Background: an optimization exercise with open tools, aiming at a short achievable clock period and few clock cycles per item. Do not read the settings as production practice.
In this exercise RTL edits were held to simulation tests only and were not proved equivalent to the original.
No driver is modelled on the clock port, so clocking that relies on it looks cheaper here than on a real chip.
Power figures rest on the tool's default switching activity, not on a simulated workload.

$ cat flow/config.mk
export PLATFORM = sky130hd
export DESIGN_NAME = scatter_top
export DESIGN_NICKNAME = scatter_top
export VERILOG_FILES = /design/flow/design.v
export SDC_FILE = /design/flow/constraint.sdc
export NUM_CORES = 4
export LEC_CHECK = 0
export ABC_CLOCK_PERIOD_IN_PS = 2500
export CAP_MARGIN = 20
export CORE_MARGIN = 2
export CORE_UTILIZATION = 40
export CTS_CLUSTER_DIAMETER = 100
export CTS_CLUSTER_SIZE = 30
export SETUP_SLACK_MARGIN = 5
export SLEW_MARGIN = 20
$ cat flow/constraint.sdc
create_clock -name core_clock -period 8.0 [get_ports {ap_clk}]
set_input_delay 1.6000 -clock core_clock [delete_from_list [all_inputs] [get_ports {ap_clk}]]
set_output_delay 1.6000 -clock core_clock [all_outputs]
set_load 0.01 [all_outputs]
$ cat flow/design.v
package scatter_cfg_pkg;
  localparam int APB_ADDR_W = 12;
  localparam int APB_DATA_W = 32;
  typedef logic [APB_ADDR_W-1:0] apb_addr_t;
  typedef logic [APB_DATA_W-1:0] apb_data_t;
  typedef logic [31:0] count_t;
  localparam apb_addr_t REG_CTRL         = 12'h000;
  localparam apb_addr_t REG_USE_CONN     = 12'h010;
  localparam apb_addr_t REG_PKG_BYTES    = 12'h014;
  localparam apb_addr_t REG_PKG_NUM      = 12'h018;
  localparam apb_addr_t REG_BASE_SESSION = 12'h01C;
  localparam apb_addr_t REG_TX_BYTES     = 12'h020;   
  localparam apb_addr_t REG_TX_PKTS      = 12'h024;   
  localparam apb_addr_t REG_STALL_CYCLES = 12'h028;   
  localparam int CTRL_START_BIT = 0;
  localparam int CTRL_DONE_BIT  = 1;
  localparam int CTRL_IDLE_BIT  = 2;
endpackage
package scatter_stream_pkg;
  localparam int DATA_W     = 64;
  localparam int KEEP_W     = DATA_W / 8;
  localparam int FIFO_DEPTH = 4;
  localparam int META_W     = 32;                   
  localparam int WORD_W     = DATA_W + KEEP_W + 1;  
  typedef logic [15:0] session_t;
  typedef logic [15:0] len_t;
  typedef struct packed {
    session_t session;
    len_t     length;   
  } tx_meta_t;
  typedef struct packed {
    logic [DATA_W-1:0] data;
    logic [KEEP_W-1:0] keep;   
    logic              last;
  } tx_word_t;
endpackage
module scatter_ctrl_regs (
  input  logic                                   ap_clk,
  input  logic                                   ap_rst_n,
  input  logic [scatter_cfg_pkg::APB_ADDR_W-1:0] paddr,
  input  logic                                   psel,
  input  logic                                   penable,
  input  logic                                   pwrite,
  input  logic [scatter_cfg_pkg::APB_DATA_W-1:0] pwdata,
  output logic [scatter_cfg_pkg::APB_DATA_W-1:0] prdata,
  output logic                                   run_start,
  output scatter_cfg_pkg::count_t                run_use_conn,
  output scatter_cfg_pkg::count_t                run_pkg_bytes,
  output scatter_cfg_pkg::count_t                run_pkg_num,
  output scatter_stream_pkg::session_t           run_base_session,
  input  logic                                   run_done,
  input  scatter_cfg_pkg::count_t                run_tx_bytes,
  input  scatter_cfg_pkg::count_t                run_tx_pkts,
  input  scatter_cfg_pkg::count_t                run_stall_cycles
);
  scatter_cfg_pkg::count_t       use_conn_q;
  scatter_cfg_pkg::count_t       pkg_bytes_q;
  scatter_cfg_pkg::count_t       pkg_num_q;
  scatter_stream_pkg::session_t  base_session_q;
  logic                          cfg_ok_q;
  logic                          busy;
  logic                          done_q;
  logic                          setup;
  logic                          wsetup;
  logic                          addr_ok;
  logic                          wr_conn_q;
  logic                          wr_bytes_q;
  logic                          wr_num_q;
  logic                          wr_base_q;
  logic                          wr_start_q;
  scatter_cfg_pkg::apb_data_t    rd_mux;
  scatter_cfg_pkg::apb_data_t    prdata_q;
  assign setup  = psel & ~penable;
  assign wsetup = setup & pwrite;
  always_ff @(posedge ap_clk) begin
    wr_conn_q  <= wsetup && (paddr == scatter_cfg_pkg::REG_USE_CONN);
    wr_bytes_q <= wsetup && (paddr == scatter_cfg_pkg::REG_PKG_BYTES);
    wr_num_q   <= wsetup && (paddr == scatter_cfg_pkg::REG_PKG_NUM);
    wr_base_q  <= wsetup && (paddr == scatter_cfg_pkg::REG_BASE_SESSION);
    wr_start_q <= ap_rst_n && wsetup && (paddr == scatter_cfg_pkg::REG_CTRL) && pwdata[scatter_cfg_pkg::CTRL_START_BIT];
  end
  always_ff @(posedge ap_clk) begin
    cfg_ok_q <= ap_rst_n && (use_conn_q != '0) && (pkg_bytes_q != '0) && (pkg_num_q != '0);
  end
  assign run_start = wr_start_q && cfg_ok_q && !busy;
  always_ff @(posedge ap_clk) begin
    if (!ap_rst_n) begin
      use_conn_q     <= '0;
      pkg_bytes_q    <= '0;
      pkg_num_q      <= '0;
      base_session_q <= '0;
    end else if (!busy) begin
      if (wr_conn_q)  use_conn_q  <= pwdata;
      if (wr_bytes_q) pkg_bytes_q <= pwdata;
      if (wr_num_q)   pkg_num_q   <= pwdata;
      if (wr_base_q) base_session_q <= scatter_stream_pkg::session_t'(pwdata);
    end
  end
  always_ff @(posedge ap_clk) begin
    if (!ap_rst_n) begin
      busy   <= 1'b0;
      done_q <= 1'b0;
    end else if (run_start) begin
      busy   <= 1'b1;
      done_q <= 1'b0;
    end else if (busy && run_done) begin
      busy   <= 1'b0;
      done_q <= 1'b1;   
    end
  end
  assign run_use_conn     = use_conn_q;
  assign run_pkg_bytes    = pkg_bytes_q;
  assign run_pkg_num      = pkg_num_q;
  assign run_base_session = base_session_q;
  assign addr_ok = (paddr[11:6] == '0) && (paddr[1:0] == 2'b00);
  always_comb begin
    case (paddr[5:2])
      4'h0:    rd_mux = {29'd0, ~busy, done_q, 1'b0};
      4'h4:    rd_mux = use_conn_q;
      4'h5:    rd_mux = pkg_bytes_q;
      4'h6:    rd_mux = pkg_num_q;
      4'h7:    rd_mux = scatter_cfg_pkg::apb_data_t'(base_session_q);
      4'h8:    rd_mux = run_tx_bytes;
      4'h9:    rd_mux = run_tx_pkts;
      4'hA:    rd_mux = run_stall_cycles;
      default: rd_mux = '0;
    endcase
  end
  always_ff @(posedge ap_clk) begin
    if (!addr_ok)       prdata_q <= '0;
    else if (!ap_rst_n) prdata_q <= (paddr[5:2] == 4'h0) ? 32'h4 : 32'h0;
    else                prdata_q <= rd_mux;
  end
  assign prdata = prdata_q;
endmodule
module scatter_tx_gen (
  input  logic                         ap_clk,
  input  logic                         ap_rst_n,
  input  logic                         run_start,
  input  scatter_cfg_pkg::count_t      run_use_conn,
  input  scatter_cfg_pkg::count_t      run_pkg_bytes,
  input  scatter_cfg_pkg::count_t      run_pkg_num,
  input  scatter_stream_pkg::session_t run_base_session,
  output logic                         meta_valid,
  input  logic                         meta_ready,
  output scatter_stream_pkg::tx_meta_t meta_data,
  output logic                         meta_final,
  output logic                         word_valid,
  input  logic                         word_ready,
  output scatter_stream_pkg::tx_word_t word_data,
  output logic                         word_final,
  output logic [3:0]                   word_bytes
);
  logic [28:0]                           wm2_q;        
  logic                                  w1_q;         
  logic [scatter_stream_pkg::KEEP_W-1:0] tail_keep_q;  
  logic [3:0]                            tail_cnt_q;   
  scatter_cfg_pkg::count_t               nm2_q;        
  logic                                  n1_q;         
  scatter_cfg_pkg::count_t               cm2_q;        
  logic                                  c1_q;         
  always_ff @(posedge ap_clk) begin
    wm2_q       <= 29'((run_pkg_bytes - 32'd9) >> 3);
    w1_q        <= (run_pkg_bytes[31:4] == '0) && (!run_pkg_bytes[3] || run_pkg_bytes[2:0] == 3'd0);
    tail_keep_q <= (run_pkg_bytes[2:0] == 3'd0) ? {scatter_stream_pkg::KEEP_W{1'b1}}
                                                : ~({scatter_stream_pkg::KEEP_W{1'b1}} << run_pkg_bytes[2:0]);
    tail_cnt_q  <= (run_pkg_bytes[2:0] == 3'd0) ? 4'd8 : {1'b0, run_pkg_bytes[2:0]};
    nm2_q       <= run_pkg_num - 32'd2;
    n1_q        <= (run_pkg_num == 32'd1);
    cm2_q       <= run_use_conn - 32'd2;
    c1_q        <= (run_use_conn == 32'd1);
  end
  logic                         d_valid;
  logic [28:0]                  d_word;
  scatter_cfg_pkg::count_t      d_pkt;
  scatter_cfg_pkg::count_t      d_conn;
  logic                         d_cwrap;     
  scatter_stream_pkg::session_t d_sess;
  logic                         d_last;      
  logic                         d_lastpkt;   
  logic                         d_take;
  assign d_take = d_valid & word_ready;
  always_ff @(posedge ap_clk) begin
    if (!ap_rst_n) begin
      d_valid <= 1'b0;
    end else if (run_start) begin
      d_valid <= 1'b1;
    end else if (d_take && d_last && d_lastpkt) begin
      d_valid <= 1'b0;
    end
  end
  always_ff @(posedge ap_clk) begin
    if (run_start) begin
      d_word    <= '0;
      d_pkt     <= '0;
      d_conn    <= '0;
      d_cwrap   <= c1_q;
      d_sess    <= run_base_session;
      d_last    <= w1_q;
      d_lastpkt <= n1_q;
    end else if (d_take) begin
      if (d_last) begin
        d_word    <= '0;
        d_pkt     <= d_pkt + 32'd1;
        d_last    <= w1_q;
        d_lastpkt <= (d_pkt == nm2_q);
        d_conn    <= d_cwrap ? '0 : d_conn + 32'd1;
        d_cwrap   <= d_cwrap ? c1_q : (d_conn == cm2_q);
        d_sess    <= d_cwrap ? run_base_session : d_sess + 16'd1;
      end else begin
        d_word    <= d_word + 29'd1;
        d_last    <= (d_word == wm2_q);
      end
    end
  end
  assign word_valid      = d_valid;
  assign word_data.data  = {d_sess, d_pkt[15:0], 3'b000, d_word};
  assign word_data.keep  = d_last ? tail_keep_q : {scatter_stream_pkg::KEEP_W{1'b1}};
  assign word_data.last  = d_last;
  assign word_final      = d_last & d_lastpkt;
  assign word_bytes      = d_last ? tail_cnt_q : 4'd8;
  logic                         m_valid;
  scatter_cfg_pkg::count_t      m_pkt;
  scatter_cfg_pkg::count_t      m_conn;
  logic                         m_cwrap;
  scatter_stream_pkg::session_t m_sess;
  logic                         m_lastpkt;
  logic                         m_take;
  assign m_take = m_valid & meta_ready;
  always_ff @(posedge ap_clk) begin
    if (!ap_rst_n) begin
      m_valid <= 1'b0;
    end else if (run_start) begin
      m_valid <= 1'b1;
    end else if (m_take && m_lastpkt) begin
      m_valid <= 1'b0;
    end
  end
  always_ff @(posedge ap_clk) begin
    if (run_start) begin
      m_pkt     <= '0;
      m_conn    <= '0;
      m_cwrap   <= c1_q;
      m_sess    <= run_base_session;
      m_lastpkt <= n1_q;
    end else if (m_take) begin
      m_pkt     <= m_pkt + 32'd1;
      m_lastpkt <= (m_pkt == nm2_q);
      m_conn    <= m_cwrap ? '0 : m_conn + 32'd1;
      m_cwrap   <= m_cwrap ? c1_q : (m_conn == cm2_q);
      m_sess    <= m_cwrap ? run_base_session : m_sess + 16'd1;
    end
  end
  assign meta_valid = m_valid;
  assign meta_data  = {m_sess, scatter_stream_pkg::len_t'(run_pkg_bytes)};
  assign meta_final = m_lastpkt;
endmodule
module stream_fifo #(
  parameter int WIDTH = 1
) (
  input  logic             ap_clk,
  input  logic             ap_rst_n,
  input  logic             in_valid,
  output logic             in_ready,
  input  logic [WIDTH-1:0] in_data,
  output logic             out_valid,
  input  logic             out_ready,
  output logic [WIDTH-1:0] out_data
);
  logic             o_valid;
  logic [WIDTH-1:0] o_data;
  logic [WIDTH-1:0] h_data;
  logic             s_valid;
  logic [WIDTH-1:0] s_data;
  logic             o_hold;
  logic [WIDTH-1:0] next_data;
  assign o_hold    = o_valid & ~out_ready;
  assign in_ready  = ~s_valid;
  assign out_valid = o_valid;
  assign out_data  = o_data;
  assign next_data = s_valid ? s_data : in_data;
  always_ff @(posedge ap_clk) begin
    if (!ap_rst_n) begin
      o_valid <= 1'b0;
      s_valid <= 1'b0;
    end else begin
      o_valid <= o_hold | s_valid | in_valid;
      s_valid <= o_hold & (s_valid | in_valid);
    end
  end
  always_ff @(posedge ap_clk) begin
    if (!s_valid) s_data <= in_data;
  end
  always_ff @(posedge ap_clk) begin
    if (!o_hold) h_data <= next_data;
  end
  always_ff @(posedge ap_clk) begin
    o_data <= o_hold ? h_data : ((s_valid | in_valid) ? next_data : '0);
  end
endmodule
module scatter_tx_stats (
  input  logic                    ap_clk,
  input  logic                    ap_rst_n,
  input  logic                    run_start,
  output logic                    run_done,
  output scatter_cfg_pkg::count_t run_tx_bytes,
  output scatter_cfg_pkg::count_t run_tx_pkts,
  output scatter_cfg_pkg::count_t run_stall_cycles,
  input  logic                    word_take,
  input  logic                    word_last,
  input  logic [3:0]              word_bytes,
  input  logic                    tx_meta_valid,
  input  logic                    tx_meta_ready,
  input  logic                    tx_meta_final,
  input  logic                    tx_data_valid,
  input  logic                    tx_data_ready,
  input  logic                    tx_data_final
);
  logic stall_q;
  logic data_done_q;
  logic meta_done_q;
  logic data_end;
  logic meta_end;
  assign data_end = data_done_q | (tx_data_valid & tx_data_ready & tx_data_final);
  assign meta_end = meta_done_q | (tx_meta_valid & tx_meta_ready & tx_meta_final);
  assign run_done = data_end & meta_end;
  always_ff @(posedge ap_clk) begin
    if (!ap_rst_n) begin
      stall_q <= 1'b0;
    end else begin
      stall_q <= tx_data_valid & ~tx_data_ready;   
    end
  end
  always_ff @(posedge ap_clk) begin
    if (!ap_rst_n || run_start) begin
      run_tx_bytes     <= '0;
      run_tx_pkts      <= '0;
      run_stall_cycles <= '0;
      data_done_q      <= 1'b0;
      meta_done_q      <= 1'b0;
    end else begin
      data_done_q <= data_end;
      meta_done_q <= meta_end;
      if (word_take) run_tx_bytes <= run_tx_bytes + scatter_cfg_pkg::count_t'(word_bytes);
      if (word_take && word_last) run_tx_pkts <= run_tx_pkts + 32'd1;
      if (stall_q) run_stall_cycles <= run_stall_cycles + 32'd1;
    end
  end
endmodule
module scatter_top (
  input  logic                                             ap_clk,
  input  logic                                             ap_rst_n,
  input  logic [scatter_cfg_pkg::APB_ADDR_W-1:0]           paddr,
  input  logic                                             psel,
  input  logic                                             penable,
  input  logic                                             pwrite,
  input  logic [scatter_cfg_pkg::APB_DATA_W-1:0]           pwdata,
  output logic [scatter_cfg_pkg::APB_DATA_W-1:0]           prdata,
  output logic                                             tx_meta_valid,
  input  logic                                             tx_meta_ready,
  output logic [scatter_stream_pkg::META_W-1:0] tx_meta_data,
  output logic                                             tx_data_valid,
  input  logic                                             tx_data_ready,
  output logic [scatter_stream_pkg::DATA_W-1:0]            tx_data_data,
  output logic [scatter_stream_pkg::KEEP_W-1:0]            tx_data_keep,
  output logic                                             tx_data_last
);
  logic     gen_meta_valid;
  logic     gen_meta_ready;
  scatter_stream_pkg::tx_meta_t gen_meta_data;
  logic     gen_meta_final;
  logic     gen_word_valid;
  logic     gen_word_ready;
  scatter_stream_pkg::tx_word_t gen_word_data;
  logic     gen_word_final;
  logic [3:0] gen_word_bytes;
  scatter_stream_pkg::tx_meta_t buf_meta_data;
  logic     buf_meta_final;
  scatter_stream_pkg::tx_word_t buf_word_data;
  logic     buf_word_final;
  logic                    run_start;
  scatter_cfg_pkg::count_t run_use_conn;
  scatter_cfg_pkg::count_t run_pkg_bytes;
  scatter_cfg_pkg::count_t run_pkg_num;
  scatter_stream_pkg::session_t                run_base_session;
  logic                    run_done;
  scatter_cfg_pkg::count_t run_tx_bytes;
  scatter_cfg_pkg::count_t run_tx_pkts;
  scatter_cfg_pkg::count_t run_stall_cycles;
  scatter_ctrl_regs u_ctrl_regs (
    .ap_clk, .ap_rst_n, .paddr, .psel, .penable, .pwrite, .pwdata, .prdata,
    .run_start, .run_use_conn, .run_pkg_bytes, .run_pkg_num, .run_base_session,
    .run_done, .run_tx_bytes, .run_tx_pkts, .run_stall_cycles
  );
  scatter_tx_gen u_tx_gen (
    .ap_clk, .ap_rst_n,
    .run_start, .run_use_conn, .run_pkg_bytes, .run_pkg_num, .run_base_session,
    .meta_valid (gen_meta_valid),
    .meta_ready (gen_meta_ready),
    .meta_data  (gen_meta_data),
    .meta_final (gen_meta_final),
    .word_valid (gen_word_valid),
    .word_ready (gen_word_ready),
    .word_data  (gen_word_data),
    .word_final (gen_word_final),
    .word_bytes (gen_word_bytes)
  );
  stream_fifo #(.WIDTH(scatter_stream_pkg::META_W + 1)) u_meta_fifo (
    .ap_clk, .ap_rst_n,
    .in_valid  (gen_meta_valid),
    .in_ready  (gen_meta_ready),
    .in_data   ({gen_meta_data, gen_meta_final}),
    .out_valid (tx_meta_valid),
    .out_ready (tx_meta_ready),
    .out_data  ({buf_meta_data, buf_meta_final})
  );
  stream_fifo #(.WIDTH(scatter_stream_pkg::WORD_W + 1)) u_data_fifo (
    .ap_clk, .ap_rst_n,
    .in_valid  (gen_word_valid),
    .in_ready  (gen_word_ready),
    .in_data   ({gen_word_data, gen_word_final}),
    .out_valid (tx_data_valid),
    .out_ready (tx_data_ready),
    .out_data  ({buf_word_data, buf_word_final})
  );
  assign tx_meta_data = buf_meta_data;
  assign tx_data_data = buf_word_data.data;
  assign tx_data_keep = buf_word_data.keep;
  assign tx_data_last = buf_word_data.last;
  scatter_tx_stats u_tx_stats (
    .ap_clk, .ap_rst_n,
    .run_start,
    .run_done, .run_tx_bytes, .run_tx_pkts, .run_stall_cycles,
    .word_take     (gen_word_valid & gen_word_ready),
    .word_last     (gen_word_data.last),
    .word_bytes    (gen_word_bytes),
    .tx_meta_valid, .tx_meta_ready,
    .tx_meta_final (buf_meta_final),
    .tx_data_valid, .tx_data_ready,
    .tx_data_final (buf_word_final)
  );
endmodule
$ cat flow/flow/run.sh
#!/bin/bash
set -euo pipefail
bash standard.sh SETUP_SLACK_MARGIN=6 finish > standard.log 2>&1
$ cat flow/standard.sh
#!/bin/bash
# synth_recipe.tcl (not shown) runs the flow's synth.tcl, then flattens the netlist and writes it again
# the make line also repeats each setting of config.mk as NAME=value (left out here)
make -C /OpenROAD-flow-scripts/flow DESIGN_CONFIG=/design/flow/config.mk WORK_HOME=/design/flow/orfs CLKGATE_MAP_FILE= SYNTH_SCRIPT=/design/flow/synth_recipe.tcl "${@:-finish}"
==> impl_metrics.yaml, run 1 <==
status:
  status: "no timing/DRC/antenna violations"
critical_path:
  worstPathRequired_ps: 6400
  worst-path-buf-inv: 1
  crit_chain: "buf_6"
  path_class: "reg2out"
  rr_endpoint: "u_ctrl_regs.cfg_ok_q"
  r2r-start: "u_ctrl_regs.pkg_bytes_q[23]"
  startpoint: "u_ctrl_regs.prdata_q[12]"
  r2r_cells: 5
  cp_slowest_cell: "dfxtp_4"
  path_max_fanout: 1
  crit_end: "prdata[12]"
  critical_path.max_stage_delay_ps: 380
  cp_top_family: "flip-flops"
  path_depth: 1
  r2r_slack_ps: 5380
  critPathLaunchType: "flip-flop"
  crit_path_end_kind: "primary output"
  cp.arrival_ps: 1140
flow_run:
  drv_cap: 0
yosys:
  ys_seq_elements: 880
  ys.flop_type: "dfxtp_1"
  ys_seq_area_share_pct: 54.0
  ys_warn_count: 5
  syn_inst: 3503
  syn_nets: 3570
  synthAdderAreaFrac_pct: 0.616
  postSynthAreaPerCell_um2: 10.1
  synthSimpleGateAreaFrac_pct: 18.1
  syn_area_mm2: 0.0353
  synth.distinct_cells: 62
  synth_top_family_by_area: "simple AND/OR/NAND/NOR gates"
  synth_mux_area_share_pct: 2.98
  synth_compound_area_share_pct: 10.3
  synth_edf_count: 144
  synth_xor_area_share_pct: 11.4
  synth-async-reset-ratio_pct: 0
floorplan:
  fp.dieH_um: 301
  die_w_um: 301
  initial_core_util_pct: 40.5
  core.rowCount: 108
  core_mm2: 0.0872
  die-area_mm2: 0.0907
  io_pins: 190
pwr:
  powerDensity_mw_per_mm2: 157
  total_power_w: 0.00700
  irDropWorstVdd_v: 0.000211
  power_leakage_nw: 16.6
final_layout:
  finalNetCount: 3882
  post-route-util_pct: 51.2
  seqCellArea_mm2: 0.0193
  multiInputGateArea_mm2: 0.0174
  area_delta_synth_final_pct: 26.3
  antenna_cells: 0
  fin_cells: 4995
  layout-drive-gt1-share_pct: 25.4
  fillers: 7728
grt:
  overflow: 0
  grt_max_degree: 76
  antenna_found_initial: 1
  grt_usage_pct: 23.6
  grt_pass1_vias: 25200
  grt_pass1_wl_um: 163000
route:
  dr.pass1.iters: 8
  drcViolationCount: 0
  drt-initial-drc-count: 3005
  wire_per_inst_um: 22.9
  vias: 27900
  routed_via_density: 5.58
  ant_nets: 0
  wirelength_um: 115000
sta:
  period_share_pct: 34.3
  slew_headroom_pct: 51.6
  fmax_mhz: 364
  fin_worst_skew_ps: 52.2
  hold_viol: 0
  rsz0062_at_grt: "true"
  setup_violations: 0
  tightest_slew_ps: 722
  fin_tns_setup_ps: 0
  period_needed_ps: 2740
  maxSlewViolCount: 0
clock_network:
  clk_latency_ps: 640
  postCtsHoldBufs: 0
  cts_buffers: 37
  path_clk_slew_ps: 120
  cts_max_level: 2
  cts_root_buffer: "clkbuf_16"
  clockBufferDepth: 3
  tritoncts: "done"
  cts.sink_count: 880
placed_design:
  io_buffers: 189
  dp_cells: 4685
  gp_congestion: 0.925
  hpwl_um: 73100
min_path:
  whs_path_depth: 2
  worstHoldPathType: "reg2reg"
[per-layer routing]
metal / vias to the layer above / track usage (%) / part of all wire [%]
met5: - / 0 / 0.0096
li1: 12900 / - / -
met1: 13700 / 34.6 / 45
met3: 162 / 3.90 / 8.4
met4: 2 / 5.96 / 2.7
met2: 1122 / 36.1 / 44
[registers in the layout (all words and copies together), names as in the netlist, 33 cells and up]
register            flops
u_data_fifo.h_data     74
u_meta_fifo.h_data     33
u_data_fifo.o_data     74
u_data_fifo.s_data     74
u_meta_fifo.o_data     33
u_meta_fifo.s_data     33
[where the power goes]
| part | leakage (nW) | switching, W | internal (W) | total [W] |
|---|---|---|---|---|
| combinational | 8.48 | 0.0000772 | 0.0000596 | 0.000137 |
| sequential | 7.59 | 0.00000950 | 0.00448 | 0.00448 |
| clock | 0.541 | 0.00146 | 0.000913 | 0.00237 |
[synth_stat cells (all sizes together) (59+ instances only)]
library cell / instances / area, um^2
mux2: 89 / 1000
a22oi: 78 / 586
a21boi: 116 / 871
nor2: 288 / 1080
nand4: 110 / 688
nand3: 93 / 465
nand2: 428 / 1610
clkbuf: 177 / 664
a21oi: 59 / 295
xor2: 292 / 2560
nor4: 79 / 538
edfxtp: 144 / 4320
a22o: 105 / 920
nor3: 59 / 322
o21ai: 80 / 400
xnor2: 168 / 1470
dfxtp: 736 / 14700
[kinds of logic after synthesis]
kind of cell	after synthesis
and+or+nand+nor	1300
DFF	880
AOI/OAI and AO/OA	514
xor gates and xnor gates	460
buffers and inverters	237
muxes	94
adders and majority gates	17
other	1
[worst min-delay path by stage]
stage                             startpoint                      to
CTS                   u_data_fifo.h_data[39]  u_data_fifo.o_data[39]
global route          u_data_fifo.h_data[24]  u_data_fifo.o_data[24]
global placement      u_data_fifo.h_data[39]  u_data_fifo.o_data[39]
detailed placement    u_data_fifo.h_data[39]  u_data_fifo.o_data[39]
floorplan           u_ctrl_regs.pkg_num_q[0]       u_tx_gen.nm2_q[0]
finish                u_data_fifo.h_data[39]  u_data_fifo.o_data[39]
[area by class of cell]
| type | count | share of cell area (%) |
|---|---|---|
| flip-flops and latches | 880 | 43.3 |
| multi-input cells | 2407 | 38.9 |
| repair buffers | 444 | 11.5 |
| well taps | 1155 | 3.24 |
| clock buffers | 54 | 2.22 |
| inverters | 42 | 0.390 |
| clock inverters | 10 | 0.300 |
| repair inverters | 3 | 0.0505 |
[repair_timing]
action                                  4_1_cts  5_1_grt
cloned                                       32       32
endpoints found under the hold margin         0        0
buffers inserted                            103       79
endpoints found under the setup margin      802      608
gates resized for setup                    1088      271
pin swaps                                   106      118
[placed cells by master (no fill, tap or decap), drive strengths merged, types with 15 or more instances in the layout]
cell type / n
buf: 382
clkbuf: 74
nand4: 110
and4: 31
mux2: 89
or3: 45
a31oi: 34
nand2: 433
a22o: 105
nor2b: 19
edfxtp: 144
and2: 34
a222oi: 15
inv: 45
and3: 33
xor2: 292
nor2: 288
or4: 24
ha: 15
a21oi: 59
a22oi: 78
a21boi: 116
nor4: 79
xnor2: 168
nand2b: 29
clkdlybuf4s50: 32
nand3: 96
dfxtp: 736
nor3: 59
o21ai: 80
[per-stage QoR]
| step | area (um^2) | hold slack (ps) | setup WS (ps) |
|---|---|---|---|
| 6_report | 44600 | 445 | 5260 |
| 5_1_grt | 44600 | 481 | 5240 |
| 4_1_cts | 42300 | 450 | 5230 |
| 3_5_place_dp | 38500 | 429 | 4000 |
| 3_3_place_gp | 38500 | 425 | 3960 |
| 2_1_floorplan | 36100 | 372 | 4520 |
Testbench counts, summed over its fixed seeds: cycles 114,480, words 113,382.
==> inputs of run 2 (changes only) <==
==> flow/flow/run.sh (replaced) <==
#!/bin/bash
set -euo pipefail
M=SETUP_SLACK_MARGIN=6
bash standard.sh $M cts > standard_cts.log 2>&1
R=$(ls -d orfs/results/*/scatter_top/base)
RESULTS_DIR=$R openroad -no_init -exit flow/clk_root.tcl > clk_root.log 2>&1
bash standard.sh $M finish > standard_finish.log 2>&1
==> flow/flow/clk_root.tcl (new file) <==
set results $::env(RESULTS_DIR)
read_db $results/4_cts.odb
set block [ord::get_db_block]
set clk_net [$block findNet ap_clk]
set roots {}
foreach it [$clk_net getITerms] {
  if {[$it isInputSignal]} { lappend roots [$it getInst] }
}
puts "clock port loads: [llength $roots]"
if {[llength $roots] != 1} {
  puts "clock port does not feed a single root buffer; layout left as it is"
  exit 0
}
set root [lindex $roots 0]
set master [[$root getMaster] getName]
puts "root [$root getName] ($master)"
if {![string match "sky130_fd_sc_hd__clkbuf_*" $master]} {
  puts "root is not a clock buffer; layout left as it is"
  exit 0
}
set out_net ""
foreach it [$root getITerms] {
  if {[$it isOutputSignal]} { set out_net [$it getNet] }
}
set loads {}
foreach it [$out_net getITerms] {
  if {[$it isInputSignal]} { lappend loads $it }
}
puts "root buffer loads: [llength $loads]"
if {[llength $loads] > 4 || [llength [$out_net getBTerms]] > 0} {
  puts "root buffer feeds more than four pins; layout left as it is"
  exit 0
}
foreach it $loads {
  puts "  [[$it getInst] getName]/[[$it getMTerm] getName]"
  $it disconnect
  $it connect $clk_net
}
odb::dbInst_destroy $root
odb::dbNet_destroy $out_net
write_db $results/4_cts.odb
puts "root buffer removed"
==> run 2 against run 1 <==
- register-to-register slack better by 50 ps
- first-iteration DRC count increased by 3.4%
- area after synthesis stayed put
- largest cell class unchanged
- sequential cell count stayed put
- utilization is 0.28 points higher
- total power decreased by 0.76%
- combinational power up 4%
- worst setup slack improved by 130 ps
==> impl_metrics.yaml, run 2 <==
sta:
  hold_viol: 0
  finalHoldWorstSlack_ps: 445
  slew_headroom_pct: 49.7
  fmax_mhz: 383
  tightest_slew_ps: 751
  period_share_pct: 32.6
  fin_tns_setup_ps: 0
  setup_violations: 0
  fin_worst_skew_ps: 51.0
  maxSlewViolCount: 0
  rsz0062_at_grt: "true"
  period_needed_ps: 2610
clock_network:
  cts_max_level: 2
  cts_root_buffer: "clkbuf_16"
  clockBufferDepth: 3
  postCtsHoldBufs: 0
  clk_latency_ps: 440
  cts.sink_count: 880
  cts_buffers: 37
  path_clk_slew_ps: 120
  tritoncts: "done"
grt:
  grt_pass1_wl_um: 163000
  grt_pass1_vias: 25200
  grt_usage_pct: 23.5
  overflow: 0
  grt_max_degree: 76
  antenna_found_initial: 6
critical_path:
  path_max_fanout: 8
  cpMostUsedCell: "buf_12"
  crit_end: "u_ctrl_regs.prdata_q[7]"
  r2r-start: "u_ctrl_regs.pkg_bytes_q[23]"
  startpoint: "paddr[9]"
  r2r_slack_ps: 5430
  cp.arrival_ps: 2960
  r2r_cells: 5
  critPathLaunchType: "primary input"
  path_class: "in2reg"
  worstPathRequired_ps: 8350
  rr_endpoint: "u_ctrl_regs.cfg_ok_q"
  crit_chain: "buf_6 -> or4_4 -> nor2_4 -> buf_12 -> buf_12 -> nand3_4 -> a31oi_2"
  critical_path.max_stage_delay_ps: 530
  cp_slowest_cell: "or4_4"
  crit_path_end_kind: "flip-flop"
status:
  status: "no timing/DRC/antenna violations"
final_layout:
  layout-drive-gt1-share_pct: 25.7
  reg_top3: "u_data_fifo.h_data x74, u_data_fifo.o_data x74, u_data_fifo.s_data x74"
  post-route-util_pct: 51.4
  finalNetCount: 3888
  design_area_mm2: 0.0448
  area_delta_synth_final_pct: 27.0
  fin_cells: 5003
  most-common-layout-cells: "dfxtp_1, nand2_1, xor2_1"
  final_common_cell: "dfxtp_1"
yosys:
  syn_nets: 3570
  synth_area_leader_cell: "dfxtp_1"
  synth-async-reset-ratio_pct: 0
  synth.distinct_cells: 62
  syn_area_mm2: 0.0353
  synth.top_cell.area_share_pct: 41.7
  yosysMostFrequentCell: "dfxtp_1"
  ys_warn_count: 5
  synth_edf_count: 144
  ys_seq_elements: 880
  syn_inst: 3503
  synth_common_cells: "dfxtp_1, nand2_1, xor2_1"
  synth_mux_area_share_pct: 2.98
  ys_seq_area_share_pct: 54.0
  synth_compound_area_share_pct: 10.3
  synthTopCellsByArea: "dfxtp_1, edfxtp_1, xor2_1"
  synth_xor_area_share_pct: 11.4
  ys.flop_type: "dfxtp_1"
  synthSimpleGateAreaFrac_pct: 18.1
  postSynthAreaPerCell_um2: 10.1
  synthAdderAreaFrac_pct: 0.616
  synth_top_family_by_area: "simple AND/OR/NAND/NOR gates"
pwr:
  irDropWorstVdd_v: 0.000213
  powerDensity_mw_per_mm2: 155
  power_leakage_nw: 16.9
route:
  ant_nets: 0
  dr.pass1.iters: 6
  routed_via_density: 5.60
  wire_per_inst_um: 23.1
  vias: 28000
  drcViolationCount: 0
  drt-initial-drc-count: 3107
  wirelength_um: 115000
floorplan:
  core.rowCount: 108
  initial_core_util_pct: 40.5
  io_pins: 190
  core_mm2: 0.0872
  die-area_mm2: 0.0907
  fp.dieH_um: 301
  die_w_um: 301
placed_design:
  hpwl_um: 73100
  io_buffers: 189
  gp_congestion: 0.925
  dp_cells: 4685
  placed_cell_area_mm2: 0.0385
flow_run:
  drv_cap: 0
min_path:
  worstHoldPathType: "reg2reg"
==> run 2: cell counts after synthesis <==
Identical to the previous run, type by type.
==> run 2: logic make-up (layout without fill, tap and decap cells) <==
logic type / count (synthesis) / in the layout
XOR/XNOR: 460 / 460
AO/OA/AOI/OAI: 514 / 514
buffers and inverters: 237 / 559
multiplexers: 94 / 94
adder cells (fa/ha/maj): 17 / 17
flip-flops: 880 / 880
AND/OR/NAND/NOR: 1300 / 1321
other: 1 / 3
==> run 2: worst min path at each step <==
stage	slack (ps)	start	endpoint	cells after the start
after floorplan	370	u_ctrl_regs.pkg_num_q[0]	u_tx_gen.nm2_q[0]	0
after global placement	420	u_data_fifo.h_data[39]	u_data_fifo.o_data[39]	2
after detailed placement	430	u_data_fifo.h_data[39]	u_data_fifo.o_data[39]	2
after CTS	450	u_data_fifo.h_data[39]	u_data_fifo.o_data[39]	2
after global routing	480	u_data_fifo.h_data[39]	u_data_fifo.o_data[39]	2
final	440	u_data_fifo.h_data[39]	u_data_fifo.o_data[39]	2
==> run 2: worst max-delay path: cells and delay by family <==
family | cells | cell delay [ps]
AOI/OAI and AO/OA | 1 | 190
buffers and inverters | 3 | 340
and+or+nand+nor | 3 | 820
==> run 2: report_power, final <==
group,switching [W],internal [W]
Combinational,0.0000792,0.0000627
Sequential,0.00000924,0.00448
Clock,0.00143,0.000891
==> run 2: through the flow <==
stage               setup slack (ps)  power, W
global placement                3960   0.00470
finish                          5390   0.00694
CTS                             5230   0.00703
detailed placement              4000   0.00470
floorplan                       4520   0.00466
global route                    5370   0.00714
==> run 2: routing by layer <==
metal  global-route usage (%)  part of all wire, %
met1                     34.6                   44
met2                     36.1                   44
met3                     3.72                  8.4
met4                     5.53                  2.8
met5                        0                0.011
==> run 2: timing repair <==
action / CTS / global route
setup buffers: 103 / 83
gates cloned: 32 / 35
pin swaps: 106 / 121
resized for setup: 1088 / 316
setup endpoints to repair: 802 / 769
==> run 2: cell type report <==
class	count	area (um^2)
Fill cell	7711	42300
Sequential cell	880	19300
Multi-Input combinational cell	2407	17400
Timing Repair Buffer	451	5390
Tap cell	1155	1450
Clock buffer	53	965
Inverter	42	174
Clock inverter	10	134
Timing Repair inverter	3	22.5
Antenna cell	2	5.00
==> inputs of run 3 (changes only) <==
--- a/flow/config.mk
+++ b/flow/config.mk
@@ -11,4 +11,4 @@
 export CORE_UTILIZATION = 40
-export CTS_CLUSTER_DIAMETER = 100
-export CTS_CLUSTER_SIZE = 30
+export CTS_CLUSTER_DIAMETER = 60
+export CTS_CLUSTER_SIZE = 16
 export SETUP_SLACK_MARGIN = 5
==> run 3 against run 2 <==
- clock power up 66%
- area after synthesis unchanged
- first-iteration DRC count down 4.8%
- still clean on timing, DRC and antenna
- global-route usage grew 0.34 points
- register-to-register slack gained 110 ps
- maximum frequency is 5.6% lower
- critical path depth decreased by 6
- clock skew rose by 17 ps
- count of clock-buffer cells in the layout is 52 higher
- hold slack better by 1.6 ps
==> impl_metrics.yaml, run 3 <==
status:
  status: "no timing/DRC/antenna violations"
grt:
  grtUsageMet2_pct: 36.0
  grt_pass1_wl_um: 165000
  grt_max_degree: 76
  busiest_layer: "met2"
  antenna_found_initial: 2
  grt_usage_pct: 23.9
  overflow: 0
  grt_pass1_vias: 25700
  grtUsageMet1_pct: 34.6
  met3_usage_pct: 4.35
clock_network:
  cts_max_level: 3
  cts.sink_count: 880
  cts_root_buffer: "clkbuf_16"
  cts_buffers: 76
  path_clk_slew_ps: 70
  clk_latency_ps: 670
  clockBufferDepth: 3
  postCtsHoldBufs: 0
  tritoncts: "done"
critical_path:
  path_class: "reg2out"
  crit_chain: "buf_6"
  r2r_cells: 12
  worst-path-buf-inv: 1
  critical_path.max_stage_delay_ps: 370
  r2r-start: "u_tx_gen.d_last"
  startpoint: "u_ctrl_regs.prdata_q[13]"
  path_max_fanout: 1
  worstPathRequired_ps: 6400
  cp.arrival_ps: 1160
  critPathLaunchType: "flip-flop"
  cp_top_family: "flip-flops"
  r2r_slack_ps: 5540
  cp_slowest_cell: "dfxtp_4"
  crit_path_end_kind: "primary output"
  rr_endpoint: "u_tx_stats.run_tx_bytes[25]"
yosys:
  syn_nets: 3570
  synth-async-reset-ratio_pct: 0
  synth_xor_area_share_pct: 11.4
  synthAdderAreaFrac_pct: 0.616
  ys_warn_count: 5
  ys_seq_area_share_pct: 54.0
  synth_common_cells: "dfxtp_1, nand2_1, xor2_1"
  syn_inst: 3503
  synth_edf_count: 144
  synth_area_leader_cell: "dfxtp_1"
  synth_compound_area_share_pct: 10.3
  ys.flop_type: "dfxtp_1"
  synth.top_cell.area_share_pct: 41.7
  synth_top_family_by_area: "simple AND/OR/NAND/NOR gates"
  syn_area_mm2: 0.0353
  synth_mux_area_share_pct: 2.98
  synth.distinct_cells: 62
  yosysMostFrequentCell: "dfxtp_1"
  synthSimpleGateAreaFrac_pct: 18.1
  synthTopCellsByArea: "dfxtp_1, edfxtp_1, xor2_1"
  ys_seq_elements: 880
  postSynthAreaPerCell_um2: 10.1
final_layout:
  reg_top3: "u_data_fifo.h_data x74, u_data_fifo.o_data x74, u_data_fifo.s_data x74"
  finalNetCount: 3942
  multiInputGateArea_mm2: 0.0176
  fillers: 7518
  most-common-layout-cells: "dfxtp_1, nand2_1, xor2_1"
  final_common_cell: "dfxtp_1"
  layout-drive-gt1-share_pct: 27.7
  area_delta_synth_final_pct: 31.4
  seqCellArea_mm2: 0.0193
floorplan:
  io_pins: 190
  initial_core_util_pct: 40.5
  die_w_um: 301
  core.rowCount: 108
  die-area_mm2: 0.0907
  fp.dieH_um: 301
  core_mm2: 0.0872
route:
  vias: 28300
  drcViolationCount: 0
  wire_per_inst_um: 22.8
  wirelength_um: 116000
  dr.pass1.iters: 8
  routed_via_density: 5.55
  ant_nets: 0
  drt-initial-drc-count: 2959
sta:
  fin_worst_skew_ps: 68.1
  period_needed_ps: 2760
  slew_headroom_pct: 50.9
  fin_tns_setup_ps: 0
  rsz0062_at_grt: "true"
  period_share_pct: 34.6
  setup_violations: 0
  tightest_slew_ps: 734
  fmax_mhz: 362
  hold_viol: 0
  maxSlewViolCount: 0
placed_design:
  gp_congestion: 0.925
  hpwl_um: 73100
  io_buffers: 189
flow_run:
  drv_cap: 0
min_path:
  whs_path_depth: 2
  hold_path.startpoint: "u_data_fifo.h_data[39]"
  worstHoldPathType: "reg2reg"
  holdPathEnd: "u_data_fifo.o_data[39]"
pwr:
  irDropWorstVdd_v: 0.000153
  power_leakage_nw: 17.5
  total_power_w: 0.00848
  powerDensity_mw_per_mm2: 183
[run 3: report_power, final]
| part | internal (W) | switching (W) |
|---|---|---|
| combinational | 0.0000646 | 0.0000774 |
| sequential | 0.00447 | 0.00000931 |
| clock | 0.00205 | 0.00181 |
[run 3: routing by layer]
metal	part of all wire, %	wire length [um]
met5	0.022	26
met4	3.0	3430
met3	8.5	9870
met2	44	51400
met1	44	51200
[run 3: how the worst max path moves through the flow]
stage | endpoint | slack (ps) | cells past startpoint
floorplan | u_data_fifo.h_data[0] | 4520 | 4
global placement | u_ctrl_regs.prdata_q[2] | 3960 | 6
detailed placement | u_ctrl_regs.prdata_q[2] | 4000 | 6
CTS | prdata[9] | 5230 | 1
global route | prdata[0] | 5220 | 1
finish | prdata[13] | 5240 | 1
[run 3: metrics by stage]
| step | instance area (um^2) | cells | hold WS (ps) | util [%] | setup slack [ps] |
|---|---|---|---|---|---|
| 3_3_place_gp | 38500 | 4685 | 425 | 44.2 | 3960 |
| 6_report | 46400 | 5090 | 446 | 53.3 | 5240 |
| 4_1_cts | 43800 | 4967 | 449 | 50.3 | 5230 |
| 5_1_grt | 46400 | 5089 | 467 | 53.3 | 5220 |
| 2_1_floorplan | 36100 | 3503 | 372 | - | 4520 |
| 3_5_place_dp | 38500 | 4685 | 429 | 44.2 | 4000 |
[run 3: area by class of cell]
class | instances | area share, %
clock inverter | 32 | 0.960
clock buffer | 105 | 4.64
multi-input combinational | 2404 | 37.8
sequential | 880 | 41.7
tap | 1155 | 3.11
timing repair buffer | 468 | 11.4
antenna | 1 | 0.00539
timing repair inverter | 3 | 0.0485
inverter | 42 | 0.375
[run 3: timing repair]
action / in CTS / in global routing
setup buffers: 114 / 95
gates cloned: 31 / 27
gates resized for setup: 1094 / 313
pin swaps: 91 / 167
setup endpoints to repair: 801 / 587
[run 3: kinds of logic after synthesis]
family,Yosys count
AO/OA/AOI/OAI,514
XOR/XNOR,460
adder cells (fa/ha/maj),17
buffers and inverters,237
flip-flops,880
multiplexers,94
other,1
AND/OR/NAND/NOR,1300
[run 3: worst register-to-register path, stage by stage, from the launching register on]
cell and delay [ps]:
edfxtp_1 440, buf_6 170, buf_6 130, nand2_4 60, inv_2 40, ha_4 250, a21o_1 150, a211o_1 230
nand4_1 170, buf_4 190, buf_6 120, or3_4 320, a21oi_2 130
==> inputs of run 4 (changes only) <==
--- a/flow/config.mk
+++ b/flow/config.mk
@@ -11,4 +11,4 @@
 export CORE_UTILIZATION = 40
-export CTS_CLUSTER_DIAMETER = 60
-export CTS_CLUSTER_SIZE = 16
+export CTS_CLUSTER_DIAMETER = 80
+export CTS_CLUSTER_SIZE = 24
 export SETUP_SLACK_MARGIN = 5
==> run 4 against run 3 <==
- still clean
- non-clock buffer count up 7
- sequential power about the same
- clock skew down 14 ps
- critical path depth up 7
- count of clock-buffer cells in the layout down 35
- final cell count down 0.84%
- total power down 13%
- design area down 1.6%
- critical path type is now in2reg
- critical endpoint is now u_ctrl_regs.wr_num_q
- largest power group unchanged
==> impl_metrics.yaml, run 4 <==
status:
  status: "no timing/DRC/antenna violations"
yosys:
  synth_common_cells: "dfxtp_1, nand2_1, xor2_1"
  ys_warn_count: 5
  syn_inst: 3503
  syn_area_mm2: 0.0353
  syn_nets: 3570
  ys_seq_elements: 880
  ys_seq_area_share_pct: 54.0
  synth_area_leader_cell: "dfxtp_1"
  synth-async-reset-ratio_pct: 0
  synth.distinct_cells: 62
  ys.flop_type: "dfxtp_1"
  yosysMostFrequentCell: "dfxtp_1"
  postSynthAreaPerCell_um2: 10.1
  synth.top_cell.area_share_pct: 41.7
  synthTopCellsByArea: "dfxtp_1, edfxtp_1, xor2_1"
  synth_edf_count: 144
route:
  met1_length_um: 51100
  wl_met2_um: 51300
  route.met3.wl_um: 10300
  vias: 28100
  drt-initial-drc-count: 2822
  ant_nets: 0
  wire_per_inst_um: 23.1
  drcViolationCount: 0
  wirelength_um: 116000
  top_layer: "met5"
  dr.pass1.iters: 6
  routed_via_density: 5.57
grt:
  grt_pass1_vias: 25600
  grt_usage_pct: 24.1
  grt_pass1_wl_um: 167000
  grt_max_degree: 76
  antenna_found_initial: 7
  overflow: 0
pwr:
  powerDensity_mw_per_mm2: 162
  irDropWorstVdd_v: 0.000182
  power_leakage_nw: 17.4
clock_network:
  clk_latency_ps: 460
  postCtsHoldBufs: 0
  path_clk_slew_ps: 100
  clockBufferDepth: 3
  cts.sink_count: 880
  cts_root_buffer: "clkbuf_16"
  tritoncts: "done"
  cts_max_level: 2
  cts_buffers: 47
placed_design:
  gp_congestion: 0.925
  hpwl_um: 73100
  dp_cells: 4685
  io_buffers: 189
final_layout:
  area_delta_synth_final_pct: 29.3
  finalNetCount: 3920
  most-common-layout-cells: "dfxtp_1, nand2_1, xor2_1"
  fin_cells: 5047
  layout-drive-gt1-share_pct: 26.7
  reg_top3: "u_data_fifo.h_data x74, u_data_fifo.o_data x74, u_data_fifo.s_data x74"
  final_common_cell: "dfxtp_1"
critical_path:
  r2r-start: "u_tx_gen.d_last"
  rr_endpoint: "u_tx_stats.run_tx_bytes[23]"
  path_max_fanout: 5
  cpMostUsedCell: "buf_6"
  path_depth: 8
  r2r_cells: 12
  critical_path.max_stage_delay_ps: 530
  cp.arrival_ps: 3020
  crit_chain: "buf_6 -> or4_4 -> nor2_4 -> buf_12 -> buf_8 -> nand4b_1 -> buf_6 -> nor2b_1"
  crit_path_end_kind: "flip-flop"
  critPathLaunchType: "primary input"
  r2r_slack_ps: 5570
  cp_top_family: "simple AND/OR/NAND/NOR gates"
  path_class: "in2reg"
  worstPathRequired_ps: 8390
  cp_slowest_cell: "or4_4"
  worst-path-buf-inv: 4
sta:
  period_share_pct: 32.9
  tightest_slew_ps: 725
  fin_tns_setup_ps: 0
  period_needed_ps: 2630
  fmax_mhz: 380
  hold_viol: 0
  slew_headroom_pct: 51.5
  fin_worst_skew_ps: 54.5
  setup_violations: 0
  rsz0062_at_grt: "true"
  maxSlewViolCount: 0
floorplan:
  core.rowCount: 108
  fp.dieH_um: 301
  io_pins: 190
  die-area_mm2: 0.0907
  die_w_um: 301
  core_mm2: 0.0872
  initial_core_util_pct: 40.5
min_path:
  whs_path_depth: 2
  hold_path.startpoint: "u_data_fifo.h_data[39]"
  holdPathEnd: "u_data_fifo.o_data[39]"
  worstHoldPathType: "reg2reg"
flow_run:
  drv_cap: 0
-- run 4: cell counts after synthesis --
No cell type changed its count.
-- run 4: repair_timing --
| item | 4_1_cts | 5_1_grt |
|---|---|---|
| endpoints found under the setup margin | 799 | 745 |
| pin swaps | 107 | 135 |
| cloned | 44 | 18 |
| setup buffers | 132 | 81 |
| gates resized for setup | 1129 | 313 |
-- run 4: worst max path at each step --
stage                              from                       to  slack, ps
2_1_floorplan             tx_data_ready    u_data_fifo.h_data[0]       4520
3_3_place_gp                   paddr[4]  u_ctrl_regs.prdata_q[2]       3960
3_5_place_dp                   paddr[4]  u_ctrl_regs.prdata_q[2]       4000
4_1_cts        u_ctrl_regs.prdata_q[26]               prdata[26]       5230
5_1_grt                        paddr[9]     u_ctrl_regs.wr_num_q       5350
6_report                       paddr[9]     u_ctrl_regs.wr_num_q       5370
-- run 4: through the flow --
step | cell area, um^2 | utilization (%) | power (W) | worst slack [ps] | hold slack (ps)
after detailed placement | 38500 | 44.2 | 0.00470 | 4000 | 429
final | 45700 | 52.4 | 0.00738 | 5370 | 451
after global placement | 38500 | 44.2 | 0.00470 | 3960 | 425
after CTS | 43500 | 49.9 | 0.00745 | 5230 | 455
after global routing | 45700 | 52.4 | 0.00757 | 5350 | 469
after floorplan | 36100 | - | 0.00466 | 4520 | 372
-- run 4: kinds of logic after synthesis --
family | Yosys count | synth area share (%)
XOR/XNOR | 460 | 11.4
buffers and inverters | 237 | 2.54
flip-flops | 880 | 54.0
adder cells (fa/ha/maj) | 17 | 0.616
AND/OR/NAND/NOR | 1300 | 18.1
AO/OA/AOI/OAI | 514 | 10.3
other | 1 | 0.0106
multiplexers | 94 | 2.98
-- run 4: per-layer routing --
metal / track usage, % / up-vias
li1: - / 13000
met1: 35.2 / 13800
met2: 36.9 / 1128
met3: 3.98 / 183
met4: 6.21 / 4
met5: 0 / -
-- run 4: worst reg2reg max path, cell delays in order, from the launching register on --
cell,delay (ps)
edfxtp_1,440
buf_6,180
buf_6,130
nand2_4,60
inv_2,40
ha_4,250
a21o_1,150
a211o_1,200
nand4_1,170
buf_4,200
buf_6,120
or3_4,320
a21oi_2,120
-- run 4: power by group --
group          total [W]  internal (W)  switching, W
Sequential       0.00448       0.00447    0.00000930
Combinational   0.000149     0.0000683     0.0000807
Clock            0.00275       0.00121       0.00154
-- run 4: cell type report --
| class | count | area, um^2 |
|---|---|---|
| fillers | 7602 | 41500 |
| clock buffers | 70 | 1290 |
| well taps | 1155 | 1450 |
| inverters | 42 | 168 |
| diodes | 3 | 7.51 |
| repair buffers | 475 | 5670 |
| clock inverters | 14 | 214 |
| multi-input cells | 2405 | 17500 |
| repair inverters | 3 | 22.5 |
| flip-flops and latches | 880 | 19300 |
==> inputs of run 5 (changes only) <==
--- a/flow/config.mk
+++ b/flow/config.mk
@@ -12,3 +12,3 @@
 export CTS_CLUSTER_DIAMETER = 80
-export CTS_CLUSTER_SIZE = 24
+export CTS_CLUSTER_SIZE = 20
 export SETUP_SLACK_MARGIN = 5
==> run 5 against run 4 <==
- utilization barely moved
- area after synthesis is the same
- hold slack worse by 1.5 ps
- design area is essentially flat
- first-iteration DRC count up 3.8%
- die area did not move
- critical path type unchanged
- critical endpoint is now u_ctrl_regs.wr_conn_q
==> impl_metrics.yaml, run 5 <==
status:
  status: "no timing/DRC/antenna violations"
sta:
  hold_viol: 0
  setup_violations: 0
  rsz0062_at_grt: "true"
  period_share_pct: 32.1
  period_needed_ps: 2560
  finalHoldWorstSlack_ps: 449
  maxSlewViolCount: 0
  fin_worst_skew_ps: 31.5
  fmax_mhz: 390
  final.setup.worst_slack_ps: 5440
  slew_headroom_pct: 52.1
  fin_tns_setup_ps: 0
  tightest_slew_ps: 715
yosys:
  synth.top_cell.area_share_pct: 41.7
  yosysMostFrequentCell: "dfxtp_1"
  synthTopCellsByArea: "dfxtp_1, edfxtp_1, xor2_1"
  postSynthAreaPerCell_um2: 10.1
  syn_area_mm2: 0.0353
  synth.distinct_cells: 62
  ys.flop_type: "dfxtp_1"
  synth_mux_area_share_pct: 2.98
  synth_edf_count: 144
  synth_common_cells: "dfxtp_1, nand2_1, xor2_1"
  synth-async-reset-ratio_pct: 0
  synthAdderAreaFrac_pct: 0.616
  synth_compound_area_share_pct: 10.3
  synth_top_family_by_area: "simple AND/OR/NAND/NOR gates"
  synth_xor_area_share_pct: 11.4
  synthSimpleGateAreaFrac_pct: 18.1
  syn_inst: 3503
  ys_warn_count: 5
  synth_area_leader_cell: "dfxtp_1"
  ys_seq_elements: 880
  syn_nets: 3570
  ys_seq_area_share_pct: 54.0
floorplan:
  core.rowCount: 108
  io_pins: 190
  core_mm2: 0.0872
  fp.dieH_um: 301
  initial_core_util_pct: 40.5
  die-area_mm2: 0.0907
  die_w_um: 301
pwr:
  total_power_w: 0.00738
  powerDensity_mw_per_mm2: 161
  irDropWorstVdd_v: 0.000168
  power_leakage_nw: 17.3
critical_path:
  startpoint: "paddr[9]"
  r2r_cells: 11
  cp.arrival_ps: 2960
  crit_end: "u_ctrl_regs.wr_conn_q"
  r2r_slack_ps: 5500
  r2r-start: "u_tx_gen.d_last"
  rr_endpoint: "u_tx_stats.run_tx_bytes[31]"
  worstPathRequired_ps: 8390
  crit_path_end_kind: "flip-flop"
  critPathLaunchType: "primary input"
  path_class: "in2reg"
  path_max_fanout: 6
route:
  wirelength_um: 116000
  ant_nets: 0
  drcViolationCount: 0
  dr.pass1.iters: 11
  vias: 28200
  routed_via_density: 5.58
  drt-initial-drc-count: 2930
  wire_per_inst_um: 22.9
min_path:
  worstHoldPathType: "reg2reg"
final_layout:
  finalNetCount: 3923
  post-route-util_pct: 52.4
  reg_top3: "u_data_fifo.h_data x74, u_data_fifo.o_data x74, u_data_fifo.s_data x74"
  layout-drive-gt1-share_pct: 26.8
  area_delta_synth_final_pct: 29.4
  final_common_cell: "dfxtp_1"
  most-common-layout-cells: "dfxtp_1, nand2_1, xor2_1"
clock_network:
  cts.sink_count: 880
  cts_buffers: 52
  clockBufferDepth: 3
  clk_latency_ps: 460
  path_clk_slew_ps: 90
  cts_root_buffer: "clkbuf_16"
  postCtsHoldBufs: 0
  tritoncts: "done"
  cts_max_level: 2
grt:
  grt_pass1_wl_um: 166000
  overflow: 0
  grt_max_degree: 76
  grt_pass1_vias: 25600
  grt_usage_pct: 24.0
  antenna_found_initial: 5
placed_design:
  io_buffers: 189
  hpwl_um: 73100
  gp_congestion: 0.925
  place_ws_ps: 4000
flow_run:
  drv_cap: 0
[run 5: changes by cell type in the layout (fill, tap and decap cells not counted), moves of 4 or more]
cell	change
bufbuf_16	-5
nor4_4	-4
dfxtp_1	+9
clkbuf_1	+5
nor2_2	+12
clkbuf_16	+4
dfxtp_2	-10
buf_16	+7
nor2_1	-14
a21boi_0	-7
a21boi_1	+6
buf_4	-6
inv_8	-6
[run 5: through the flow]
| stage | area [um^2] | std cells |
|---|---|---|
| after global placement | 38500 | 4685 |
| final | 45700 | 5052 |
| after detailed placement | 38500 | 4685 |
| after global routing | 45700 | 5048 |
| after floorplan | 36100 | 3503 |
| after CTS | 43200 | 4938 |
[run 5: power by group]
| group | switching (W) | internal [W] | total, W |
|---|---|---|---|
| clock network | 0.00152 | 0.00124 | 0.00276 |
| logic | 0.0000791 | 0.0000645 | 0.000144 |
| registers | 0.00000919 | 0.00447 | 0.00448 |
| total | 0.00160 | 0.00577 | 0.00738 |
[run 5: worst min-delay path by stage]
stage / start / slack (ps) / cells after the start / endpoint
finish: u_data_fifo.h_data[39] / 450 / 2 / u_data_fifo.o_data[39]
global route: u_meta_fifo.h_data[22] / 470 / 1 / u_meta_fifo.o_data[22]
CTS: u_data_fifo.h_data[39] / 440 / 2 / u_data_fifo.o_data[39]
detailed placement: u_data_fifo.h_data[39] / 430 / 2 / u_data_fifo.o_data[39]
global placement: u_data_fifo.h_data[39] / 420 / 2 / u_data_fifo.o_data[39]
floorplan: u_ctrl_regs.pkg_num_q[0] / 370 / 0 / u_tx_gen.nm2_q[0]
[run 5: final cells by class]
type,instances,area [um^2]
tap,1155,1450
clock inverter,11,115
multi-input combinational,2405,17500
fill,7572,41500
sequential,880,19300
inverter,42,168
timing repair inverter,3,22.5
timing repair buffer,473,5680
antenna,4,10.0
clock buffer,79,1410
[run 5: repair_timing]
action / 4_1_cts / 5_1_grt
pin swaps: 94 / 139
buffers inserted: 115 / 90
hold endpoints to repair: 0 / 0
endpoints found under the setup margin: 797 / 786
gates cloned: 47 / 21
resized for setup: 1097 / 354
[run 5: worst max-delay path, stage by stage]
cell and delay (ps):
buf_6 90, or4_4 530, nor2_4 150, buf_12 150
nand4b_1 130, buf_6 170, nor2b_1 130
[run 5: kinds of logic after synthesis]
kind of cell,count (synthesis)
other,1
buffers and inverters,237
AO/OA/AOI/OAI,514
flip-flops,880
adder cells (fa/ha/maj),17
XOR/XNOR,460
AND/OR/NAND/NOR,1300
multiplexers,94
[run 5: routing by layer]
layer  vias to the layer above  part of all wire, %  GRT usage, %
li1                      13000                    -             -
met5                         -                0.011             0
met4                         2                  2.7          5.47
met3                       184                  8.4          3.43
met2                      1072                   44          37.0
met1                     13900                   45          35.3
==> inputs of run 6 (changes only) <==
--- a/flow/config.mk
+++ b/flow/config.mk
@@ -10,3 +10,3 @@
 export CORE_MARGIN = 2
-export CORE_UTILIZATION = 40
+export CORE_UTILIZATION = 45
 export CTS_CLUSTER_DIAMETER = 80
==> run 6 against run 5 <==
- wire length decreased by 0.16%
- critical path depth increased by 4
- non-clock buffer count increased by 25
- still clean
- sequential power about the same
- critical path type unchanged
- highest routed layer unchanged
- maximum frequency decreased by 2.5%
- synthesized cell count unchanged
==> impl_metrics.yaml, run 6 <==
pwr:
  irDropWorstVdd_v: 0.000137
  power_leakage_nw: 17.5
  powerDensity_mw_per_mm2: 159
placed_design:
  io_buffers: 189
  gp_congestion: 0.918
  hpwl_um: 73300
clock_network:
  cts.sink_count: 880
  cts_max_level: 2
  cts_buffers: 51
  tritoncts: "done"
  clk_latency_ps: 470
  cts_root_buffer: "clkbuf_16"
  path_clk_slew_ps: 80
  clockBufferDepth: 3
route:
  dr.pass1.iters: 7
  wirelength_um: 115000
  routed_via_density: 5.65
  vias: 28000
  drt-initial-drc-count: 2655
  drcViolationCount: 0
  ant_nets: 0
  wire_per_inst_um: 23.3
sta:
  hold_viol: 0
  maxSlewViolCount: 0
  fmax_mhz: 380
  slew_headroom_pct: 52.4
  rsz0062_at_grt: "true"
  period_share_pct: 32.9
  fin_tns_setup_ps: 0
  tightest_slew_ps: 713
  finalHoldWorstSlack_ps: 452
  period_needed_ps: 2630
  fin_worst_skew_ps: 31.0
  setup_violations: 0
yosys:
  synthTopCellsByArea: "dfxtp_1, edfxtp_1, xor2_1"
  synth_edf_count: 144
  ys.flop_type: "dfxtp_1"
  ys_warn_count: 5
  syn_nets: 3570
  ys_seq_elements: 880
  synth.top_cell.area_share_pct: 41.7
  synth_area_leader_cell: "dfxtp_1"
  synth.distinct_cells: 62
  syn_area_mm2: 0.0353
  syn_inst: 3503
  postSynthAreaPerCell_um2: 10.1
  ys_seq_area_share_pct: 54.0
  synth-async-reset-ratio_pct: 0
  synth_common_cells: "dfxtp_1, nand2_1, xor2_1"
  yosysMostFrequentCell: "dfxtp_1"
grt:
  grt_pass1_vias: 25800
  grt_max_degree: 87
  grt_pass1_wl_um: 169000
  antenna_found_initial: 8
  grt_usage_pct: 27.3
  overflow: 0
final_layout:
  finalNetCount: 3942
  final_common_cell: "dfxtp_1"
  reg_top3: "u_data_fifo.h_data x74, u_data_fifo.o_data x74, u_data_fifo.s_data x74"
  area_delta_synth_final_pct: 30.4
  most-common-layout-cells: "dfxtp_1, nand2_1, xor2_1"
  layout-drive-gt1-share_pct: 27.1
  fillers: 6495
critical_path:
  cp.arrival_ps: 2980
  path_class: "in2reg"
  crit_path_end_kind: "flip-flop"
  worstPathRequired_ps: 8360
  path_max_fanout: 8
  critPathLaunchType: "primary input"
floorplan:
  initial_core_util_pct: 45.5
  core_mm2: 0.0776
  die-area_mm2: 0.0807
  die_w_um: 284
  core.rowCount: 102
  io_pins: 190
  fp.dieH_um: 284
flow_run:
  drv_cap: 0
min_path:
  worstHoldPathType: "reg2reg"
status:
  status: "no timing/DRC/antenna violations"
[run 6: cell counts after synthesis]
No cell type changed its count.
[run 6: kinds of logic (layout without fill, tap and decap cells)]
| group | count (synthesis) | count (layout) | share of synthesized area, % |
|---|---|---|---|
| buf+inv | 237 | 629 | 2.54 |
| mux | 94 | 94 | 2.98 |
| simple gates | 1300 | 1316 | 18.1 |
| flops | 880 | 880 | 54.0 |
| other cells | 1 | 8 | 0.0106 |
| fa+ha+maj | 17 | 17 | 0.616 |
| compound gates | 514 | 514 | 10.3 |
| xor+xnor | 460 | 460 | 11.4 |
[run 6: cell type report]
| cell class | count | area [um^2] | share of cell area, % |
|---|---|---|---|
| clock buffer | 80 | 1390 | 3.03 |
| timing repair inverter | 1 | 7.51 | 0.0163 |
| inverter | 42 | 168 | 0.364 |
| tap | 1040 | 1300 | 2.82 |
| antenna | 7 | 17.5 | 0.0380 |
| sequential | 880 | 19400 | 42.0 |
| multi-input combinational | 2402 | 17600 | 38.2 |
| timing repair buffer | 498 | 6140 | 13.3 |
| clock inverter | 8 | 92.6 | 0.201 |
[run 6: critical path, stage by stage]
cell and delay, ps:
buf_6 100, nor2b_4 130, buf_12 120, buf_12 100, buf_16 100, nor2_4 30, buf_12 160, buf_16 170
buf_12 140, buf_16 130, a22o_1 180
[run 6: layer usage]
metal | vias up | global-route usage, % | share of wire, %
met5 | - | 0 | 0.018
met2 | 1018 | 42.7 | 45
met4 | 4 | 6.29 | 3.1
met3 | 182 | 4.37 | 8.1
met1 | 13700 | 39.5 | 44
li1 | 13100 | - | -
[run 6: repair_timing]
action,CTS,global route
cloned,52,11
resized for setup,1179,278
hold buffers,0,0
setup endpoints to repair,829,789
pin swaps,126,131
buffers inserted,148,81
[run 6: per-stage QoR]
stage                     power [W]  area [um^2]  instances  worst slack [ps]  util (%)
after floorplan             0.00466        36100       3503              4520         -
after global placement      0.00470        38400       4571              3850      49.5
after detailed placement    0.00471        38400       4571              3840      49.5
after CTS                   0.00742        44100       4860              5220      56.8
after global routing        0.00755        46000       4951              5350      59.3
final                       0.00733        46100       4958              5370      59.4
[run 6: path summary, 6_finish.rpt]
path / from / end / slack [ps] / cells after the start
setup / recovery: tx_data_ready / u_data_fifo.o_data[17] / 5370 / 11
hold / removal: u_data_fifo.h_data[39] / u_data_fifo.o_data[39] / 450 / 2
setup reg to reg: u_tx_gen.d_last / u_tx_stats.run_tx_bytes[31] / 5530 / 11
hold reg to reg: u_data_fifo.h_data[39] / u_data_fifo.o_data[39] / 450 / 2
[run 6: report_power, final]
group	total [W]	internal, W	leakage (nW)	switching (W)
combinational	0.000145	0.0000663	9.23	0.0000784
sequential	0.00448	0.00447	7.59	0.00000961
clock	0.00270	0.00122	0.714	0.00148
total	0.00733	0.00575	17.5	0.00157
==> inputs of run 7 (changes only) <==
--- a/flow/flow/run.sh
+++ b/flow/flow/run.sh
@@ -2,3 +2,3 @@
 set -euo pipefail
-M=SETUP_SLACK_MARGIN=6
+M=SETUP_SLACK_MARGIN=5.6
 bash standard.sh $M cts > standard_cts.log 2>&1
--- a/flow/config.mk
+++ b/flow/config.mk
@@ -10,3 +10,3 @@
 export CORE_MARGIN = 2
-export CORE_UTILIZATION = 45
+export CORE_UTILIZATION = 40
 export CTS_CLUSTER_DIAMETER = 80
==> run 7 against run 6 <==
- still clean
- final cell count down 1.8%
- combinational power down 12%
- sequential power about the same
- die area up 12%
- critical path type unchanged
- critical endpoint is now u_ctrl_regs.prdata_q[25]
- largest cell class unchanged
==> impl_metrics.yaml, run 7 <==
yosys:
  ys_seq_area_share_pct: 54.0
  synth-async-reset-ratio_pct: 0
  syn_area_mm2: 0.0353
  yosysMostFrequentCell: "dfxtp_1"
  synth.top_cell.area_share_pct: 41.7
  synth_edf_count: 144
  ys_warn_count: 5
  synth.distinct_cells: 62
  syn_inst: 3503
  ys_seq_elements: 880
  synth_area_leader_cell: "dfxtp_1"
  ys.flop_type: "dfxtp_1"
  synthTopCellsByArea: "dfxtp_1, edfxtp_1, xor2_1"
  postSynthAreaPerCell_um2: 10.1
critical_path:
  path_max_fanout: 8
  cp_top_family: "simple AND/OR/NAND/NOR gates"
  critical_path.max_stage_delay_ps: 530
  path_class: "in2reg"
  worst-path-buf-inv: 2
  worstPathRequired_ps: 8360
  critPathLaunchType: "primary input"
sta:
  setup_violations: 0
  slew_headroom_pct: 21.4
  fin_tns_setup_ps: 0
  fin_worst_skew_ps: 32.6
  hold_viol: 0
  rsz0062_at_grt: "true"
  final.setup.worst_slack_ps: 5440
  maxSlewViolCount: 0
  period_share_pct: 32.0
placed_design:
  io_buffers: 189
  hpwl_um: 72900
  place_ws_ps: 3760
final_layout:
  final_common_cell: "dfxtp_1"
  finalNetCount: 3746
  layout-drive-gt1-share_pct: 17.7
  most-common-layout-cells: "dfxtp_1, nand2_1, xor2_1"
  fillers: 8001
floorplan:
  fp.dieH_um: 301
  io_pins: 190
  core.rowCount: 108
  initial_core_util_pct: 40.5
clock_network:
  cts_buffers: 53
  postCtsHoldBufs: 0
  cts_root_buffer: "clkbuf_16"
  path_clk_slew_ps: 90
  clockBufferDepth: 3
  tritoncts: "done"
  cts.sink_count: 880
  cts_max_level: 2
route:
  wirelength_um: 105000
  wl_met2_um: 46200
  routed_via_density: 5.46
  vias: 26600
  top_layer: "met5"
  route.met3.wl_um: 8200
  met1_length_um: 47900
  wire_per_inst_um: 21.6
  drt-initial-drc-count: 2985
  dr.pass1.iters: 10
  ant_nets: 0
grt:
  antenna_found_initial: 3
  overflow: 0
  grt_pass1_wl_um: 154000
  grt_usage_pct: 22.2
  grt_max_degree: 76
pwr:
  irDropWorstVdd_v: 0.000158
  power_leakage_nw: 15.2
flow_run:
  drv_cap: 0
status:
  status: "no timing/DRC/antenna violations"
min_path:
  worstHoldPathType: "reg2reg"
==> run 7: cell counts after synthesis <==
No cell type changed its count.
==> run 7: area by class of cell <==
class	instances	area (um^2)	share of cell area [%]
Timing Repair inverter	2	15.0	0.0360
Tap cell	1155	1450	3.46
Inverter	42	165	0.396
Clock buffer	78	1420	3.40
Timing Repair Buffer	306	3160	7.56
Sequential cell	880	19300	46.2
Multi-Input combinational cell	2395	16100	38.7
Antenna cell	1	2.50	0.00600
Clock inverter	11	111	0.267
==> run 7: path summary, 6_finish.rpt <==
path | slack (ps) | cells past startpoint | endpoint | from
min | 440 | 2 | u_data_fifo.o_data[40] | u_data_fifo.h_data[40]
max reg2reg | 5550 | 10 | u_tx_stats.run_tx_bytes[27] | u_tx_gen.d_last
min reg2reg | 440 | 2 | u_data_fifo.o_data[40] | u_data_fifo.h_data[40]
max | 5440 | 6 | u_ctrl_regs.prdata_q[25] | paddr[9]
==> run 7: power by group <==
group	internal [W]	total (W)	leakage (nW)	switching, W
clock	0.00125	0.00275	0.736	0.00150
combinational	0.0000557	0.000128	6.87	0.0000720
sequential	0.00447	0.00448	7.57	0.00000909
total	0.00578	0.00736	15.2	0.00158
==> run 7: through the flow <==
stage	cells	util, %	area (um^2)
after CTS	4825	46.9	40900
after global routing	4869	47.9	41700
after detailed placement	4685	44.0	38300
final	4870	47.9	41700
after global placement	4685	44.0	38300
after floorplan	3503	-	35700
==> run 7: routing by layer <==
layer  track usage (%)  vias up
met2              33.9      925
li1                  -    12600
met1              32.7    12900
met4              5.28        4
met3              3.47      149
met5                 0        -
==> run 7: worst reg2reg max path, cell delays in order, from the launching register on <==
cell and delay [ps]:
edfxtp_1 410, buf_4 160, nand2b_2 160, ha_1 270, o21ai_1 160, nor2_2 250, nand4_1 190, buf_4 210
buf_6 120, or3_1 310, a21oi_1 120
==> run 7: cell families (layout without fill, tap and decap cells) <==
group	Yosys count	after routing	synth area share [%]
compound gates	514	514	10.3
xor+xnor	460	460	11.4
fa+ha+maj	17	17	0.616
buf+inv	237	439	2.54
flops	880	880	54.0
mux	94	94	2.98
other cells	1	2	0.0106
simple gates	1300	1309	18.1
==> run 7: what timing repair did <==
| action | 4_1_cts | 5_1_grt |
|---|---|---|
| cloned | 14 | 7 |
| gates resized for setup | 889 | 132 |
| setup endpoints to repair | 693 | 558 |
| setup buffers | 36 | 38 |
| pin swaps | 16 | 38 |

Re-timed with assumed drivers on the ports (clkbuf_16 on the clock, buf_2 on other inputs), run 7 has 5.323 ns of setup slack against 5.437 ns with ideal ports, and 4.929 ns once port delays also move by the mid clock arrival of 0.562 ns.
